From an optimization exercise on the open Yosys and OpenROAD flow, aimed at small area, a short achievable clock period and few clock cycles per item; shortcuts taken in it are not production practice.
In this exercise RTL edits were held to simulation tests only and were not proved equivalent to the original.
Power figures rest on the tool's default switching activity, not on a simulated workload.

==> flow/design.v <==
package ppd_pkg;
   localparam int TIME_W = 48;
   localparam int IV_W   = 16;
   localparam int PRIO_W = 8;
   localparam int TGT_W  = 2;
   localparam int SLOT_W = 4;
   localparam int STEP_W = $clog2(TIME_W);
   localparam logic KIND_LOAD = 1'b0;
   localparam logic KIND_TICK = 1'b1;
   localparam logic REPORT_DISPATCH = 1'b0;
   localparam logic REPORT_WAKE     = 1'b1;
   localparam logic [TGT_W-1:0] TARGET_NONE = 2'd2;
   typedef struct packed {
      logic              kind;
      logic [SLOT_W-1:0] slot;
      logic [IV_W-1:0]   interval_ms;
      logic [PRIO_W-1:0] priority_req;
      logic              periodic;
      logic [TGT_W-1:0]  target;
      logic [TIME_W-1:0] first_run;
   } req_type;
   typedef struct packed {
      logic              report_kind;
      logic [SLOT_W-1:0] due_slot;
      logic [TGT_W-1:0]  due_target;
      logic [TIME_W-1:0] new_next_run;
      logic              wake_valid;
      logic [TIME_W-1:0] sleep_ms;
      logic              last;
   } rsp_type;
   typedef struct packed {
      logic [TIME_W-1:0] next_run;
      logic [IV_W-1:0]   interval;
      logic [PRIO_W-1:0] prio;
      logic [TGT_W-1:0]  target;
   } entry_type;
   typedef enum logic [2:0] {
      ST_IDLE,
      ST_DUE,
      ST_PICK,
      ST_SERVE,
      ST_DIV,
      ST_EMIT,
      ST_WAKE,
      ST_WAKE_EMIT
   } state_type;
endpackage
module ppd_rem_div (
   input  logic [15:0] rem_in,
   input  logic [15:0] divisor,
   input  logic [17:0] d3,
   input  logic        b1,
   input  logic        b0,
   output logic [15:0] rem_out
);
   logic [17:0] sh;
   logic [18:0] t1, t2, t3;
   always_comb begin
      sh = {rem_in, b1, b0};
      t1 = {1'b0, sh} - {3'b0, divisor};
      t2 = {1'b0, sh} - {2'b0, divisor, 1'b0};
      t3 = {1'b0, sh} - {1'b0, d3};
      if (!t3[18])      rem_out = t3[15:0];
      else if (!t2[18]) rem_out = t2[15:0];
      else if (!t1[18]) rem_out = t1[15:0];
      else              rem_out = sh[15:0];
   end
endmodule
module periodic_priority_dispatcher_top (
   input  logic             clock,
   input  logic             reset,
   input  logic             req_valid,
   output logic             req_ready,
   input  logic [79:0]      req_data,
   output logic             rsp_valid,
   input  logic             rsp_ready,
   output logic [104:0]     rsp_data
);
   localparam int N  = 16;
   localparam int TW = 48;
   localparam int NP = N * (N - 1) / 2;
   localparam int KW = 17;
   function automatic integer pidx(input integer i, input integer j);
      pidx = i * N - (i * (i + 1)) / 2 + (j - i - 1);
   endfunction
   function automatic logic [48:0] sub48(input logic [47:0] a, input logic [47:0] b);
      logic [16:0] d0, d10, d11, d20, d21;
      logic [16:0] d1, d2;
      d0  = {1'b0, a[15:0]}  - {1'b0, b[15:0]};
      d10 = {1'b0, a[31:16]} - {1'b0, b[31:16]};
      d11 = {1'b0, a[31:16]} - {1'b0, b[31:16]} - 17'd1;
      d20 = {1'b0, a[47:32]} - {1'b0, b[47:32]};
      d21 = {1'b0, a[47:32]} - {1'b0, b[47:32]} - 17'd1;
      d1  = d0[16] ? d11 : d10;
      d2  = d1[16] ? d21 : d20;
      sub48 = {d2[16], d2[15:0], d1[15:0], d0[15:0]};
   endfunction
   function automatic logic klt(input logic [16:0] a, input logic [16:0] b);
      logic [31:0] g0, l0;
      logic [15:0] g1, l1;
      logic [7:0]  g2, l2;
      logic [3:0]  g3, l3;
      logic [1:0]  g4, l4;
      g0 = {15'd0, ~a & b};
      l0 = {15'd0, a & ~b};
      for (int i = 0; i < 16; i++) begin
         g1[i] = g0[2*i+1] | (~l0[2*i+1] & g0[2*i]);
         l1[i] = l0[2*i+1] | (~g0[2*i+1] & l0[2*i]);
      end
      for (int i = 0; i < 8; i++) begin
         g2[i] = g1[2*i+1] | (~l1[2*i+1] & g1[2*i]);
         l2[i] = l1[2*i+1] | (~g1[2*i+1] & l1[2*i]);
      end
      for (int i = 0; i < 4; i++) begin
         g3[i] = g2[2*i+1] | (~l2[2*i+1] & g2[2*i]);
         l3[i] = l2[2*i+1] | (~g2[2*i+1] & l2[2*i]);
      end
      for (int i = 0; i < 2; i++) begin
         g4[i] = g3[2*i+1] | (~l3[2*i+1] & g3[2*i]);
         l4[i] = l3[2*i+1] | (~g3[2*i+1] & l3[2*i]);
      end
      klt = g4[1] | (~l4[1] & g4[0]);
   endfunction
   function automatic logic hlt(input logic [31:0] a, input logic [31:0] b);
      logic [31:0] g0, l0;
      logic [15:0] g1, l1;
      logic [7:0]  g2, l2;
      logic [3:0]  g3, l3;
      logic [1:0]  g4, l4;
      g0 = ~a & b;
      l0 = a & ~b;
      for (int i = 0; i < 16; i++) begin
         g1[i] = g0[2*i+1] | (~l0[2*i+1] & g0[2*i]);
         l1[i] = l0[2*i+1] | (~g0[2*i+1] & l0[2*i]);
      end
      for (int i = 0; i < 8; i++) begin
         g2[i] = g1[2*i+1] | (~l1[2*i+1] & g1[2*i]);
         l2[i] = l1[2*i+1] | (~g1[2*i+1] & l1[2*i]);
      end
      for (int i = 0; i < 4; i++) begin
         g3[i] = g2[2*i+1] | (~l2[2*i+1] & g2[2*i]);
         l3[i] = l2[2*i+1] | (~g2[2*i+1] & l2[2*i]);
      end
      for (int i = 0; i < 2; i++) begin
         g4[i] = g3[2*i+1] | (~l3[2*i+1] & g3[2*i]);
         l4[i] = l3[2*i+1] | (~g3[2*i+1] & l3[2*i]);
      end
      hlt = g4[1] | (~l4[1] & g4[0]);
   endfunction
   function automatic logic [N-1:0] lowest(input logic [N-1:0] m);
      logic [N-1:0] r;
      logic         seen;
      r    = '0;
      seen = 1'b0;
      for (int i = 0; i < N; i++) begin
         r[i] = m[i] & ~seen;
         seen = seen | m[i];
      end
      lowest = r;
   endfunction
   logic             rq_tick;
   logic [3:0]       rq_slot;
   logic [15:0]      rq_iv;
   logic [7:0]       rq_prio;
   logic             rq_per;
   logic [1:0]       rq_tgt;
   logic [TW-1:0]    rq_first;
   assign rq_tick  = req_data[79];
   assign rq_slot  = req_data[78:75];
   assign rq_iv    = req_data[74:59];
   assign rq_prio  = req_data[58:51];
   assign rq_per   = req_data[50];
   assign rq_tgt   = req_data[49:48];
   assign rq_first = req_data[47:0];
   logic [TW-1:0]    now_q, nxt_q;              
   logic [N*TW-1:0]  v_q;                       
   logic [N*16-1:0]  st_q;                      
   logic [N*8-1:0]   pr_q;                      
   logic [N*2-1:0]   tg_q;                      
   logic [N*2-1:0]   c_q;                       
   logic [N-1:0]     en_q;                      
   logic [N-1:0]     nn_q;                      
   logic [N-1:0]     rq_q;                      
   logic [NP-1:0]    bt_q;                      
   logic [N-1:0]     sel_q;                     
   logic [TW-1:0]    m_v_q;                     
   logic [15:0]      m_s_q;
   logic [1:0]       m_t_q, m_c_q;
   logic [3:0]       m_i_q;
   logic [15:0]      dst_q;                     
   logic             selv_q;                    
   logic             selr_q;                    
   logic             self_q;                    
   logic [N-1:0]     pend_q;                    
   logic             wowe_q;                    
   logic             stl_q;                     
   logic             xrdy_q;
   logic             anyen_q;
   logic             wrap_q;
   logic             yv_q;
   logic [15:0]      y_q;                       
   logic [3:0]       s1v_q;
   logic [4*KW-1:0]  s1_q;                      
   logic             xv_q;
   logic [KW-1:0]    x_q;                       
   logic             fast_q;                    
   logic             rwk_q;                     
   logic [N-1:0]     fsm_q;                     
   logic             accv_q;                    
   logic             fsph_q;                    
   logic             take_q;                    
   logic             rv_q, rk_q, rwv_q, rdf_q;
   logic [3:0]       rs_q;
   logic [1:0]       rt_q;
   logic [TW-1:0]    rval_q;
   logic             ov_q, ok_q, owv_q;
   logic [3:0]       os_q;
   logic [1:0]       ot_q;
   logic [TW-1:0]    oval_q;
   localparam logic [3:0] NU_IDLE = 4'd0, NU_FD = 4'd1, NU_CHK2 = 4'd2, NU_DIV = 4'd3,
                          NU_WR = 4'd4, NU_VAL = 4'd5, NU_FS = 4'd6, NU_FF = 4'd7,
                          NU_CHK1 = 4'd8;
   logic [3:0]       nu_q;
   logic [3:0]       nus_q;                     
   logic [TW-1:0]    nuf_q;                     
   logic [15:0]      nud_q;                     
   logic [17:0]      nud3_q;                    
   logic [15:0]      nur_q;                     
   logic [4:0]       nuc_q;                     
   logic             nun_q;                     
   logic             nua_q;                     
   logic             nul_q;                     
   logic             nuraw_q;                   
   logic [31:0]      hh;
   logic [15:0]      nl;
   logic [N-1:0]     due, lv, farv;
   logic [N*KW-1:0]  key;
   logic [N-1:0]     msk, pk, rql, fsl, sel_d;
   logic [TW-1:0]    rd_v;
   logic [15:0]      rd_s;
   logic [1:0]       rd_t, rd_c;
   logic [3:0]       rd_i;
   logic             byp;
   logic             disp_busy, out_free, sel_nn, adv, rq_any, scan_busy;
   logic             wake_rdy, wake_now, start, load;
   logic [TW-1:0]    vs;
   logic [15:0]      ss;
   logic [1:0]       ts, cs;
   logic [3:0]       is;
   logic             rqs;
   logic [16:0]      lsum;
   logic [TW:0]      sum;
   logic [1:0]       dcode;
   logic             drq;
   logic [15:0]      dst, dst_r, y_eff;
   logic             yv_eff;
   logic [KW-1:0]    xd;
   logic [TW-1:0]    sleep;
   logic             fs_start, fsd, fsbusy;
   logic [TW-1:0]    nb, nv;
   logic             nu_need, nu_wr, nu_tw;
   logic [TW-1:0]    nu_base;
   logic [TW:0]      cap_diff;
   logic [1:0]       ncode_q;
   logic [15:0]      nu_rem2;
   logic             pre_job, assist, ld_done, ld_ok, pre_cap, ld_nval, rwk_d;
   logic [15:0]      ld_step;
   logic [TW-1:0]    cin;
   logic [31:0]      hp1;
   logic [1:0]       ccode;
   logic             ldpast;
   logic [TW-1:0]    wbus;
   logic [N-1:0]     wv;
   logic [7:0]       l1v;
   logic [8*KW-1:0]  l1;
   logic [3:0]       l2v;
   logic [4*KW-1:0]  l2;
   logic [1:0]       l3v;
   logic [2*KW-1:0]  l3;
   logic             l4v;
   logic [KW-1:0]    l4;
   assign hh      = nxt_q[TW-1:16];
   assign nl      = nxt_q[15:0];
   assign ld_step = (rq_iv == 16'd0) ? 16'd1 : rq_iv;
   always_comb begin
      for (int i = 0; i < N; i++) begin
         logic [1:0] c;
         logic       lle;
         c       = c_q[i*2 +: 2];
         lle     = ~klt({1'b0, nl}, {1'b0, v_q[i*TW +: 16]});
         due[i]  = en_q[i] & ((c == 2'd0) | ((c == 2'd1) & lle));
         lv[i]   = en_q[i] & (((c == 2'd1) & ~lle) | (c == 2'd2));
         farv[i] = en_q[i] & (c == 2'd3);
         key[i*KW +: KW] = {c[1], v_q[i*TW +: 16]};
      end
   end
   always_comb begin
      for (int k = 0; k < 8; k++) begin
         logic tb;
         tb = lv[2*k+1] & (~lv[2*k] | klt(key[(2*k+1)*KW +: KW], key[(2*k)*KW +: KW]));
         l1[k*KW +: KW] = tb ? key[(2*k+1)*KW +: KW] : key[(2*k)*KW +: KW];
         l1v[k] = lv[2*k] | lv[2*k+1];
      end
      for (int k = 0; k < 4; k++) begin
         logic tb;
         tb = l1v[2*k+1] & (~l1v[2*k] | klt(l1[(2*k+1)*KW +: KW], l1[(2*k)*KW +: KW]));
         l2[k*KW +: KW] = tb ? l1[(2*k+1)*KW +: KW] : l1[(2*k)*KW +: KW];
         l2v[k] = l1v[2*k] | l1v[2*k+1];
      end
      for (int k = 0; k < 2; k++) begin
         logic tb;
         tb = s1v_q[2*k+1] & (~s1v_q[2*k] | klt(s1_q[(2*k+1)*KW +: KW], s1_q[(2*k)*KW +: KW]));
         l3[k*KW +: KW] = tb ? s1_q[(2*k+1)*KW +: KW] : s1_q[(2*k)*KW +: KW];
         l3v[k] = s1v_q[2*k] | s1v_q[2*k+1];
      end
      begin
         logic tb;
         tb  = l3v[1] & (~l3v[0] | klt(l3[KW +: KW], l3[0 +: KW]));
         l4  = tb ? l3[KW +: KW] : l3[0 +: KW];
         l4v = l3v[0] | l3v[1];
      end
   end
   assign disp_busy = selv_q | (|pend_q);
   assign out_free  = ~rv_q | ~ov_q | rsp_ready;
   assign rq_any    = |rq_q;
   assign scan_busy = selr_q | self_q;
   assign sel_nn    = |(sel_q & nn_q);
   assign adv       = selv_q & ~sel_nn & out_free;
   always_comb begin
      logic ty, tx, xy, xr, wy, wr, wx;
      dst_r  = dst_q;
      xd     = x_q - {1'b0, now_q[15:0]};
      ty     = y_q < dst_r;
      xy     = xd < {1'b0, y_q};
      xr     = xd < {1'b0, dst_r};
      wy     = yv_q & (~rdf_q | ty) & (~xv_q | ~xy);
      wx     = xv_q & (~yv_q | xy) & (~rdf_q | xr);
      wr     = rdf_q & ~wy & ~wx;
      y_eff  = (yv_q && (!rdf_q || ty)) ? y_q : dst_r;
      yv_eff = rdf_q | yv_q;
      if (!anyen_q || wrap_q)  sleep = TW'(1);
      else if (fast_q)         sleep = rval_q - 1'b1;
      else if (wx)             sleep = {{(TW-KW){1'b0}}, xd};
      else if (wy)             sleep = {32'd0, y_q};
      else if (wr)             sleep = {32'd0, dst_r};
      else                     sleep = nuf_q;
   end
   assign fsd       = (nu_q == NU_FD);
   assign fsbusy    = (nu_q == NU_FS) | (nu_q == NU_FF);
   assign fs_start  = wowe_q & xrdy_q & ~disp_busy & ~fast_q & ~xv_q & ~yv_eff & anyen_q
                      & ~wrap_q & ~fsd & ~fsbusy & (fsm_q != '0)
                      & ((nu_q == NU_IDLE) | ~nua_q);
   assign wake_rdy  = wowe_q & ~disp_busy & ~fsbusy
                      & (fast_q | (xrdy_q & (xv_q | yv_eff | fsd | ~anyen_q | wrap_q)));
   assign wake_now  = wake_rdy & out_free;
   assign req_ready = ~disp_busy & (~wowe_q | wake_now) & ~rq_any & ~scan_busy
                      & ~((nu_q == NU_WR) & nua_q);
   assign start     = req_valid & req_ready & rq_tick;
   assign load      = req_valid & req_ready & ~rq_tick;
   assign msk = pend_q | (due & {N{start}});
   always_comb begin
      for (int i = 0; i < N; i++) begin
         logic ok;
         ok = msk[i];
         for (int j = 0; j < N; j++) begin
            if (j < i) ok = ok & (~msk[j] | ~bt_q[pidx(j, i)]);
            else if (j > i) ok = ok & (~msk[j] | bt_q[pidx(i, j)]);
         end
         pk[i] = ok;
      end
   end
   assign rql = lowest(rq_q & ~(sel_q & {N{selr_q}}));
   assign fsl = lowest(fsm_q);
   always_comb begin
      if (start | adv)                  sel_d = pk;
      else if (fs_start | (self_q & fsph_q)) sel_d = fsl;
      else if (!disp_busy && !fsbusy)   sel_d = rql;
      else                              sel_d = sel_q;
      rd_v = '0;
      rd_s = '0;
      rd_t = '0;
      rd_c = '0;
      rd_i = '0;
      for (int i = 0; i < N; i++) begin
         rd_v = rd_v | (v_q[i*TW +: TW] & {TW{sel_d[i]}});
         rd_s = rd_s | (st_q[i*16 +: 16] & {16{sel_d[i]}});
         rd_t = rd_t | (tg_q[i*2 +: 2] & {2{sel_d[i]}});
         rd_c = rd_c | (c_q[i*2 +: 2] & {2{sel_d[i]}});
         rd_i = rd_i | (4'(i) & {4{sel_d[i]}});
      end
      byp = nu_wr & (nus_q == rd_i);
   end
   always_comb begin
      vs  = m_v_q;
      ss  = m_s_q;
      ts  = m_t_q;
      cs  = m_c_q;
      is  = m_i_q;
      rqs = |(rq_q & sel_q);
      lsum = {1'b0, vs[15:0]} + {1'b0, ss};
      sum  = {1'b0, vs} + {{(TW-15){1'b0}}, ss};
      dst  = sum[15:0] - now_q[15:0];
      drq  = 1'b0;
      if (sum[TW]) begin
         dcode = 2'd0;
      end else if (cs == 2'd1) begin
         dcode = lsum[16] ? 2'd2 : 2'd1;
      end else begin
         dcode = 2'd0;
         drq   = lsum[16] | (cs != 2'd0);
      end
      drq = drq | rqs;
   end
   always_comb begin
      cin   = selr_q ? vs : rq_first;
      hp1   = hh + 32'd1;
      if (hlt(cin[TW-1:16], hh))           ccode = 2'd0;
      else if (cin[TW-1:16] == hh)         ccode = 2'd1;
      else if (cin[TW-1:16] == hp1)        ccode = 2'd2;
      else                                 ccode = 2'd3;
      ldpast = rq_per & ((ccode == 2'd0) | ((ccode == 2'd1) & (rq_first[15:0] <= nl)));
   end
   always_comb begin
      nu_base = nun_q ? now_q : nxt_q;
      if (fsbusy)                                  nb = nuf_q;
      else if (nu_q == NU_VAL || nu_q == NU_CHK1)  nb = nu_base;
      else                                         nb = nxt_q;
      if (nu_q == NU_FS)         nv = vs;
      else if (nu_q == NU_FF)    nv = now_q;
      else if (nu_q == NU_VAL)   nv = {32'd0, nur_q};
      else if (nu_q == NU_CHK1)  nv = nuf_q;
      else                       nv = rq_first;
      cap_diff = sub48(nb, nv);
      nu_need = nul_q & ((nuf_q[TW-1:16] != '0) | (nuf_q[15:0] >= nud_q));
      nu_wr   = (nu_q == NU_WR) & nua_q & ~adv;
      pre_job = (nu_q != NU_IDLE) & ~nua_q;
      assist  = selv_q & sel_nn & ((nu_q == NU_IDLE) | pre_job);
      ld_done = pre_job & (nu_q == NU_WR);
      ld_ok   = ld_done | (pre_job & (nu_q == NU_CHK2) & ~nu_need);
      ld_nval = ld_done & ~nuraw_q;
      pre_cap = (nu_q == NU_IDLE) & ~assist & req_valid & ~rq_tick & rq_per & ~load;
      nu_tw   = nu_wr | (load & ld_nval);
      rwk_d   = (adv | load | nu_wr) ? 1'b0 : (wake_now ? (anyen_q & ~wrap_q) : rwk_q);
   end
   ppd_rem_div u_rem (
      .rem_in  (nur_q),
      .divisor (nud_q),
      .d3      (nud3_q),
      .b1      (nuf_q[TW-1]),
      .b0      (nuf_q[TW-2]),
      .rem_out (nu_rem2)
   );
   always_comb begin
      if (adv)                  wbus = sum[TW-1:0];
      else if (load && !ld_nval) wbus = rq_first;
      else                      wbus = nuf_q;
      for (int i = 0; i < N; i++) begin
         wv[i] = (adv & sel_q[i]) | (load & (rq_slot == 4'(i)))
               | (nu_wr & (nus_q == 4'(i)));
      end
   end
   always_ff @(posedge clock) begin
      for (int i = 0; i < N; i++) begin
         if (wv[i]) v_q[i*TW +: TW] <= wbus;
         if (load && rq_slot == 4'(i)) begin
            st_q[i*16 +: 16] <= ld_step;
            pr_q[i*8 +: 8]   <= rq_prio;
            tg_q[i*2 +: 2]   <= (rq_tgt == 2'd3) ? 2'd2 : rq_tgt;
            c_q[i*2 +: 2]    <= ld_nval ? ncode_q : ccode;
         end else if (adv && sel_q[i]) begin
            c_q[i*2 +: 2]    <= dcode;
         end else if (nu_wr && nus_q == 4'(i)) begin
            c_q[i*2 +: 2]    <= ncode_q;
         end else if (selr_q && sel_q[i]) begin
            c_q[i*2 +: 2]    <= ccode;
         end
      end
      for (int i = 0; i < N; i++) begin
         for (int j = i + 1; j < N; j++) begin
            if (load && rq_slot == 4'(i)) bt_q[pidx(i, j)] <= rq_prio >= pr_q[j*8 +: 8];
            else if (load && rq_slot == 4'(j)) bt_q[pidx(i, j)] <= pr_q[i*8 +: 8] >= rq_prio;
         end
      end
      s1_q  <= l2;
      s1v_q <= l2v;
      if (stl_q) begin
         x_q  <= l4;
         xv_q <= l4v;
      end
      if (start) anyen_q <= |en_q;
      sel_q <= sel_d;
      take_q <= ~accv_q | ~cap_diff[TW];
      m_v_q <= byp ? nuf_q : rd_v;
      m_c_q <= byp ? ncode_q : rd_c;
      m_s_q <= rd_s;
      m_t_q <= rd_t;
      m_i_q <= rd_i;
      if (adv) dst_q <= dst;
      if (rdf_q) y_q <= y_eff;
      if (wake_now) begin
         rk_q   <= 1'b1;
         rs_q   <= '0;
         rt_q   <= '0;
         rval_q <= sleep;
         rwv_q  <= anyen_q;
      end else if (adv) begin
         rk_q   <= 1'b0;
         rs_q   <= is;
         rt_q   <= ts;
         rval_q <= sum[TW-1:0];
         rwv_q  <= 1'b0;
      end
      if (rv_q && (!ov_q || rsp_ready)) begin
         ok_q   <= rk_q;
         os_q   <= rs_q;
         ot_q   <= rt_q;
         oval_q <= rval_q;
         owv_q  <= rwv_q;
      end
      case (nu_q)
         NU_CHK2: begin
            nur_q  <= '0;
            nud3_q <= {2'b0, nud_q} + {1'b0, nud_q, 1'b0};
            if (nuf_q[TW-1:10] == '0) begin
               nuf_q <= {nuf_q[9:0], 38'd0};
               nuc_q <= 5'd5;
            end else if (nuf_q[TW-1:16] == '0) begin
               nuf_q <= {nuf_q[15:0], 32'd0};
               nuc_q <= 5'd8;
            end else if (nuf_q[TW-1:32] == '0) begin
               nuf_q <= {nuf_q[31:0], 16'd0};
               nuc_q <= 5'd16;
            end else begin
               nuc_q <= 5'd24;
            end
         end
         NU_DIV: begin
            nur_q <= nu_rem2;
            nuf_q <= {nuf_q[TW-3:0], 2'b00};
            nuc_q <= nuc_q - 5'd1;
         end
         NU_CHK1: begin
            nuf_q <= cap_diff[TW-1:0];
            nul_q <= ~cap_diff[TW];
         end
         NU_FS: if (self_q && fsph_q && take_q) nuf_q <= vs;
         NU_FF: nuf_q <= cap_diff[TW-1:0];
         NU_VAL: begin
            nuf_q   <= cap_diff[TW-1:0];
            ncode_q <= (nu_base[15:0] < nur_q) ? 2'd0 : 2'd1;
         end
         default: ;
      endcase
      if ((load && !pre_job && nu_q == NU_IDLE) || pre_cap) begin
         nus_q <= rq_slot;
         nuf_q <= cap_diff[TW-1:0];
         nul_q <= ~cap_diff[TW];
         nud_q <= ld_step;
      end else if (assist) begin
         nus_q <= is;
         nuf_q <= vs;
         nud_q <= ss;
      end
   end
   always_ff @(posedge clock) begin
      if (reset) begin
         now_q  <= '0;
         nxt_q  <= TW'(1);
         en_q   <= '0;
         nn_q   <= '0;
         rq_q   <= '0;
         selv_q <= 1'b0;
         selr_q <= 1'b0;
         self_q <= 1'b0;
         pend_q <= '0;
         wowe_q <= 1'b0;
         stl_q  <= 1'b0;
         xrdy_q <= 1'b0;
         wrap_q <= 1'b0;
         yv_q   <= 1'b0;
         fast_q <= 1'b0;
         rwk_q  <= 1'b0;
         fsm_q  <= '0;
         accv_q <= 1'b0;
         fsph_q <= 1'b0;
         rv_q   <= 1'b0;
         rdf_q  <= 1'b0;
         ov_q   <= 1'b0;
         nu_q   <= NU_IDLE;
         nun_q  <= 1'b0;
         nua_q  <= 1'b0;
      end else begin
         stl_q <= start;
         if (start) begin
            now_q <= nxt_q;
            nxt_q <= nxt_q + 1'b1;
         end
         if (start | adv) begin
            selv_q <= |msk;
            pend_q <= msk & ~pk;
         end
         selr_q <= ~(start | adv) & ~fs_start & ~fsbusy & ~disp_busy & (|rql);
         if (start) begin
            fsm_q  <= farv;
         end else if (fs_start | (self_q & fsph_q)) begin
            self_q <= |fsl;
            fsm_q  <= fsm_q & ~fsl;
         end
         if (start)         wowe_q <= 1'b1;
         else if (wake_now) wowe_q <= 1'b0;
         if (start)         xrdy_q <= 1'b0;
         else if (stl_q)    xrdy_q <= 1'b1;
         if (wake_now) begin
            wrap_q <= 1'b0;
            yv_q   <= 1'b0;
            accv_q <= 1'b0;
         end else begin
            if (adv) wrap_q <= wrap_q | sum[TW];
            if (rdf_q) yv_q <= 1'b1;
            if (self_q && fsph_q) accv_q <= 1'b1;
         end
         rwk_q <= rwk_d;
         if (fs_start)    fsph_q <= 1'b0;
         else if (self_q) fsph_q <= ~fsph_q;
         if (start)         fast_q <= ~(|due) & rwk_d;
         else if (wake_now) fast_q <= 1'b0;
         rv_q  <= wake_now | adv | (rv_q & ~out_free);
         rdf_q <= adv;
         if (rv_q && (!ov_q || rsp_ready)) ov_q <= 1'b1;
         else if (rsp_ready)               ov_q <= 1'b0;
         if (start && nl == 16'hFFFF) rq_q <= '1;
         for (int i = 0; i < N; i++) begin
            if (load && rq_slot == 4'(i)) begin
               en_q[i] <= rq_per;
               nn_q[i] <= ldpast & ~ld_ok;
               rq_q[i] <= 1'b0;
            end else if (adv && sel_q[i]) begin
               nn_q[i] <= sum[TW];
               if (drq) rq_q[i] <= 1'b1;
            end else begin
               if (nua_q && nus_q == 4'(i) && ((nu_q == NU_CHK2 && !nu_need) || nu_wr))
                  nn_q[i] <= 1'b0;
               if (selr_q && sel_q[i] && !(start && nl == 16'hFFFF))
                  rq_q[i] <= 1'b0;
            end
         end
         if (load && pre_job) begin
            nua_q <= 1'b1;
            if (ld_done) nu_q <= NU_IDLE;
            else if (nu_q == NU_CHK2) nu_q <= nu_need ? NU_DIV : NU_IDLE;
            else if (nu_q == NU_DIV && nuc_q == 5'd1) nu_q <= NU_VAL;
            else if (nu_q == NU_VAL) nu_q <= NU_WR;
         end else if (load && rq_per && nu_q == NU_IDLE) begin
            nu_q  <= NU_CHK2;
            nua_q <= 1'b1;
            nun_q <= 1'b0;
         end else if (load && nus_q == rq_slot && !fsbusy && !fsd) begin
            nu_q  <= NU_IDLE;
         end else if (fs_start) begin
            nu_q  <= NU_FS;
            nua_q <= 1'b1;
         end else if (assist) begin
            nu_q  <= NU_CHK1;
            nua_q <= 1'b1;
            nun_q <= 1'b1;
         end else if (pre_cap) begin
            nu_q  <= NU_CHK2;
            nua_q <= 1'b0;
            nun_q <= 1'b0;
         end else if (start && pre_job) begin
            nu_q  <= NU_IDLE;
         end else begin
            case (nu_q)
               NU_CHK2: begin
                  if (nu_need)     nu_q <= NU_DIV;
                  else if (nua_q)  nu_q <= NU_IDLE;
                  else             nu_q <= NU_WR;
                  nuraw_q <= ~nu_need;
               end
               NU_DIV:  if (nuc_q == 5'd1) begin
                  nu_q    <= NU_VAL;
                  nuraw_q <= 1'b0;
               end
               NU_CHK1: nu_q <= NU_CHK2;
               NU_VAL:  nu_q <= NU_WR;
               NU_WR:   if (nu_wr) nu_q <= NU_IDLE;
               NU_FS:   if (self_q && fsph_q && !(|fsl)) nu_q <= NU_FF;
               NU_FF:   nu_q <= NU_FD;
               NU_FD:   if (wake_now) nu_q <= NU_IDLE;
               default: nu_q <= NU_IDLE;
            endcase
            if (start && nu_q != NU_IDLE) nun_q <= 1'b1;
         end
      end
   end
   assign rsp_valid = ov_q;
   assign rsp_data  = {ok_q, os_q, ot_q,
                       ok_q ? {TW{1'b0}} : oval_q,
                       owv_q,
                       ok_q ? oval_q : {TW{1'b0}},
                       ok_q};
endmodule
==> flow/run.sh <==
#!/bin/bash
# synth_recipe.tcl (not shown) runs the flow's synth.tcl, then flattens the netlist and writes it again
# the make line also repeats each setting of config.mk as NAME=value (left out here)
make -C /OpenROAD-flow-scripts/flow DESIGN_CONFIG=/design/flow/config.mk WORK_HOME=/design/flow/orfs CLKGATE_MAP_FILE= SYNTH_SCRIPT=/design/flow/synth_recipe.tcl finish
==> flow/config.mk <==
export PLATFORM = sky130hd
export DESIGN_NAME = periodic_priority_dispatcher_top
export DESIGN_NICKNAME = periodic_priority_dispatcher_top
export VERILOG_FILES = /design/flow/design.v
export SDC_FILE = /design/flow/constraint.sdc
export NUM_CORES = 4
export LEC_CHECK = 0
export CAP_MARGIN = 20
export CORE_MARGIN = 2
export CORE_UTILIZATION = 40
export SETUP_SLACK_MARGIN = 2.0
export SLEW_MARGIN = 20
==> flow/constraint.sdc <==
create_clock -name core_clock -period 6.0 [get_ports {clock}]
set_input_delay 1.2000 -clock core_clock [delete_from_list [all_inputs] [get_ports {clock}]]
set_output_delay 1.2000 -clock core_clock [all_outputs]
set_load 0.01 [all_outputs]
==> impl_metrics.env <==
export IMPL_status="failed layout checks"
export IMPL_so_faults="capacitance limit, slew limit"
export IMPL_clock_sinks=1967
export IMPL_synth_seq_area_share_pct=50.8
export IMPL_fillers=23644
export IMPL_finalCritPeriodShare_pct=88.8
export IMPL_syn_nets=10958
export IMPL_drtAntennaViolNets=0
export IMPL_critical_path_cell_chain="nor2b_4, maj3_2, or4_4, nor4b_4, a2111oi_2, o21a_1, a211oi_4, buf_12, buf_4, nor2_2, a21o_1, maj3_2, o21bai_4, a22oi_2, o211ai_1, nand4b_1, a311o_1, buf_12, buf_6, mux2i_1, buf_4"
export IMPL_fin_skew_ns=0.0915
export IMPL_cts_root_buffer="clkbuf_16"
export IMPL_r2r_end="s1_q[25]$_DFF_P_"
export IMPL_overflow=0
export IMPL_path_buf_inv=5
export IMPL_fmax_mhz=188
export IMPL_drive_gt1_share_pct=25.6
export IMPL_rsz0062_at_grt="true"
export IMPL_hold_viol=0
export IMPL_max_slew_worst_pin_slew_ns=1.50
export IMPL_holdBufCountCts=0
export IMPL_grt_usage_pct=35.5
export IMPL_row_count=191
export IMPL_clkTransAtPathRegs_ns=0.06
export IMPL_hp_start="accv_q$_SDFFE_PP0P_"
export IMPL_fp_coreArea_um2=271000
export IMPL_grt_first_pass_wirelength_um=705000
export IMPL_rr_worst_depth=21
export IMPL_synth_top_family_by_area="compound AO/OA/AOI/OAI gates"
export IMPL_async_flop_share_pct=0
export IMPL_critPathMaxStageDelay_ns=0.59
export IMPL_setup_viol=0
export IMPL_h_tree_depth=4
export IMPL_cts_tree="built"
export IMPL_synth_cell_types=134
export IMPL_detail_route_wirelength_um=532000
export IMPL_rrSetupSlack_ns=0.67
export IMPL_min_period_ns=5.33
export IMPL_slowest_stage="or4_4"
export IMPL_first_pass_iters=10
export IMPL_synth_edf_count=1602
export IMPL_synthSimpleGateAreaFrac_pct=13.6
export IMPL_design_die_area_um2=277000
export IMPL_nets=12352
export IMPL_p_int_w=0.0248
export IMPL_critical_path_class="reg -> reg"
export IMPL_cts_buffer_depth=4
export IMPL_maxCapViolCount=1
export IMPL_synthAdderAreaFrac_pct=6.54
export IMPL_crit_family="compound AO/OA/AOI/OAI gates"
export IMPL_grt_pass1_vias=91255
export IMPL_p_per_area_nw_per_um2=237
export IMPL_place_congestion=1.05
export IMPL_clock_power_share_pct=42.1
export IMPL_crit_path_end_kind="register"
export IMPL_yosys_mux_area_fraction_pct=3.85
export IMPL_p_sw_share_pct=26.6
export IMPL_drt_iter0_drc=16385
export IMPL_tns_ns=0
export IMPL_worst_ep_arrival_time_ns=6.11
export IMPL_dp_slack_ns=-0.267
export IMPL_seq_area_um2=55500
export IMPL_io_buffer_count=190
export IMPL_final_cells=15587
export IMPL_synth_compound_area_share_pct=18.1
export IMPL_design_area_um2=143000
export IMPL_multi_input_area_um2=54800
export IMPL_hpwl_um=378000
export IMPL_syn_inst=10412
export IMPL_critPathRequiredTime_ns=6.78
export IMPL_cp_max_fo=7
export IMPL_p_comb_share_pct=11.6
export IMPL_drcViolationCount=0
export IMPL_synth_top_flop_cell="edfxtp_1"
export IMPL_min_to="take_q$_DFF_P_"
export IMPL_power_switching_w=0.00901
export IMPL_start_kind="register"
export IMPL_slew_violations=5
export IMPL_slew_headroom_pct=-2.63
export IMPL_worst_slack_ns=0.670
export IMPL_pin_count=191
export IMPL_die_x_um=526
export IMPL_num_vias=99770
export IMPL_yosys_warnings=2
export IMPL_start_util_pct=40.3
export IMPL_wl_per_cell_um=34.2
export IMPL_dpl_instance_area_um2=122000
export IMPL_die_height_um=526
export IMPL_antenna_found_initial=35
export IMPL_hold_path_class="reg -> reg"
export IMPL_dp_cells=14532
export IMPL_cts_made_buffers=221
export IMPL_routed_via_density=6.40
export IMPL_netlist_area_um2=109000
export IMPL_clkLatencyLatePin_ns=0.97
export IMPL_p_leak_nw=54.7
export IMPL_seqPwrFrac_pct=46.3
export IMPL_synth_avg_cell_area_um2=10.5
export IMPL_synth_seq_cells=1967
export IMPL_grt_max_degree=99
export IMPL_vdd_drop_max_mv=0.274
export IMPL_holdPathStages=1
export IMPL_r2r_start="v_q[254]$_DFFE_PP_"
export IMPL_synth_xor_area_share_pct=2.49
export IMPL_syn_to_final_growth_pct=31.0
[worst max-delay path by stage]
stage,start,endpoint,slack [ns],cells past startpoint
floorplan,rsp_ready,c_q[29]$_DFFE_PP_,0.79,9
global placement,req_data[17],take_q$_DFF_P_,-0.39,22
detailed placement,rsp_ready,m_v_q[7]$_DFF_P_,-0.27,21
CTS,nu_q[0]$_SDFFE_PP0P_,nuf_q[31]$_DFFE_PP_,0.87,26
global route,nu_q[0]$_SDFFE_PP0P_,nuf_q[38]$_DFFE_PP_,0.50,24
finish,v_q[254]$_DFFE_PP_,s1_q[25]$_DFF_P_,0.67,21
[area by class of cell]
class                   count  area share [%]
repair buffers           1748            12.6
flip-flops and latches   1967            38.8
well taps                3570            3.12
multi-input cells        7171            38.3
clock buffers             276            4.14
inverters                 697            1.88
clock inverters           140            1.10
diodes                     18          0.0315
[cells by family (layout without fill, tap and decap cells)]
| group | Yosys count | count (layout) |
|---|---|---|
| flops | 1967 | 1967 |
| compound gates | 2858 | 2863 |
| mux | 389 | 389 |
| xor+xnor | 310 | 310 |
| fa+ha+maj | 589 | 589 |
| buf+inv | 1284 | 2861 |
| simple gates | 3015 | 3020 |
| other cells | 0 | 18 |
[per-stage QoR]
stage                     util (%)  hold WS (ns)  power (W)
final                         52.8         0.421     0.0338
after global routing          52.8         0.423     0.0346
after CTS                     49.1         0.420     0.0332
after detailed placement      45.1         0.405     0.0191
after global placement        45.1         0.416     0.0190
after floorplan                  -         0.370     0.0174
[metal layers]
| layer | vias up | track usage (%) | part of all wire [%] | routed length (um) |
|---|---|---|---|---|
| li1 | 42110 | - | - | - |
| met1 | 49317 | 47.5 | 38 | 205000 |
| met2 | 6929 | 52.7 | 42 | 225000 |
| met3 | 1394 | 9.16 | 13 | 67100 |
| met4 | 20 | 18.8 | 6.7 | 35700 |
| met5 | - | 0 | 0.027 | 145 |
[sequential cells by signal, indices dropped and copies added (netlist names), 17 cells and up]
name,flops
tg_q,32
now_q,48
pr_q,128
m_v_q,48
x_q,17
rval_q,48
nud3_q,18
st_q,256
oval_q,48
nuf_q,48
v_q,768
s1_q,68
c_q,32
nxt_q,48
bt_q,120
[cells in the mapped netlist, drive strengths merged, types with 27 or more instances]
master	n	area [um^2]
a2111oi	33	322
a211o	44	385
a211oi	96	748
a21boi	44	330
a21o	101	766
a21oi	595	3000
a221oi	72	637
a222oi	293	2930
a22oi	233	1750
a31oi	83	544
and2	85	532
and3	41	258
buf	168	923
clkbuf	419	1570
dfxtp	365	7310
edfxtp	1602	48100
ha	452	5660
inv	691	2590
maj3	127	1290
mux2	108	1390
mux2i	281	2810
nand2	986	3710
nand2b	222	1390
nand3	246	1240
nand4	154	985
nor2	586	2230
nor2b	304	1900
nor3	143	746
nor4	77	518
o2111ai	36	315
o211ai	68	531
o21a	52	390
o21ai	652	3290
o21bai	34	259
o221ai	57	499
o22ai	120	757
o31ai	44	349
or2	27	174
or3	53	342
xnor2	214	1870
xor2	96	841
[power groups by stage]
stage                     combinational, W  clock [W]  sequential [W]
after floorplan                    0.00174          0          0.0157
after global placement             0.00314          0          0.0159
after detailed placement           0.00320          0          0.0159
after CTS                          0.00326     0.0144          0.0156
after global routing               0.00410     0.0149          0.0156
final                              0.00392     0.0143          0.0157
[cells in the final DEF (no fill, tap or decap), drive strengths merged, types with 108 or more instances in the layout]
cell type	n
edfxtp	1602
buf	1523
nand2	987
inv	691
o21ai	652
a21oi	595
nor2	587
ha	452
dfxtp	365
clkbuf	307
nor2b	304
a222oi	293
mux2i	281
nand3	247
a22oi	233
nand2b	223
xnor2	214
clkdlybuf4s50	184
nand4	154
nor3	143
maj3	127
o22ai	120
mux2	108
[what timing repair did]
item	in CTS	in global routing
setup endpoints to repair	2573	1976
cloned	12	57
setup buffers	146	406
gates resized for setup	420	1321
pin swaps	95	464
Testbench counts, summed over its fixed seeds: cycles 11,334, ticks 2,823.

## afterwards: timing with drivers on the ports
No port has a modelled driver above. Below, the same layout with a new extraction and two added sets of constraints. Step 1 assumes that a clkbuf_16 drives the clock port and a buf_2 every other input. Step 2 adds t to the input delays and takes it off the output delays; t is the mean of the earliest and latest rising clock arrival at the registers after step 1. Input paths then give back, and output paths get back, about the clock's delay inside the block. Three values: ideal ports, drivers, drivers and shift; two values: the first two.
t, ns: 1.026
setup WS [ns]: 0.670 / 0.670 / -0.038
worst slew at a driven data input, ns: 0.19
cell pins on the clock port's net: 1
For this run, drivers alone change the setup slack by 0.000 ns; drivers and shift together by -0.708 ns.
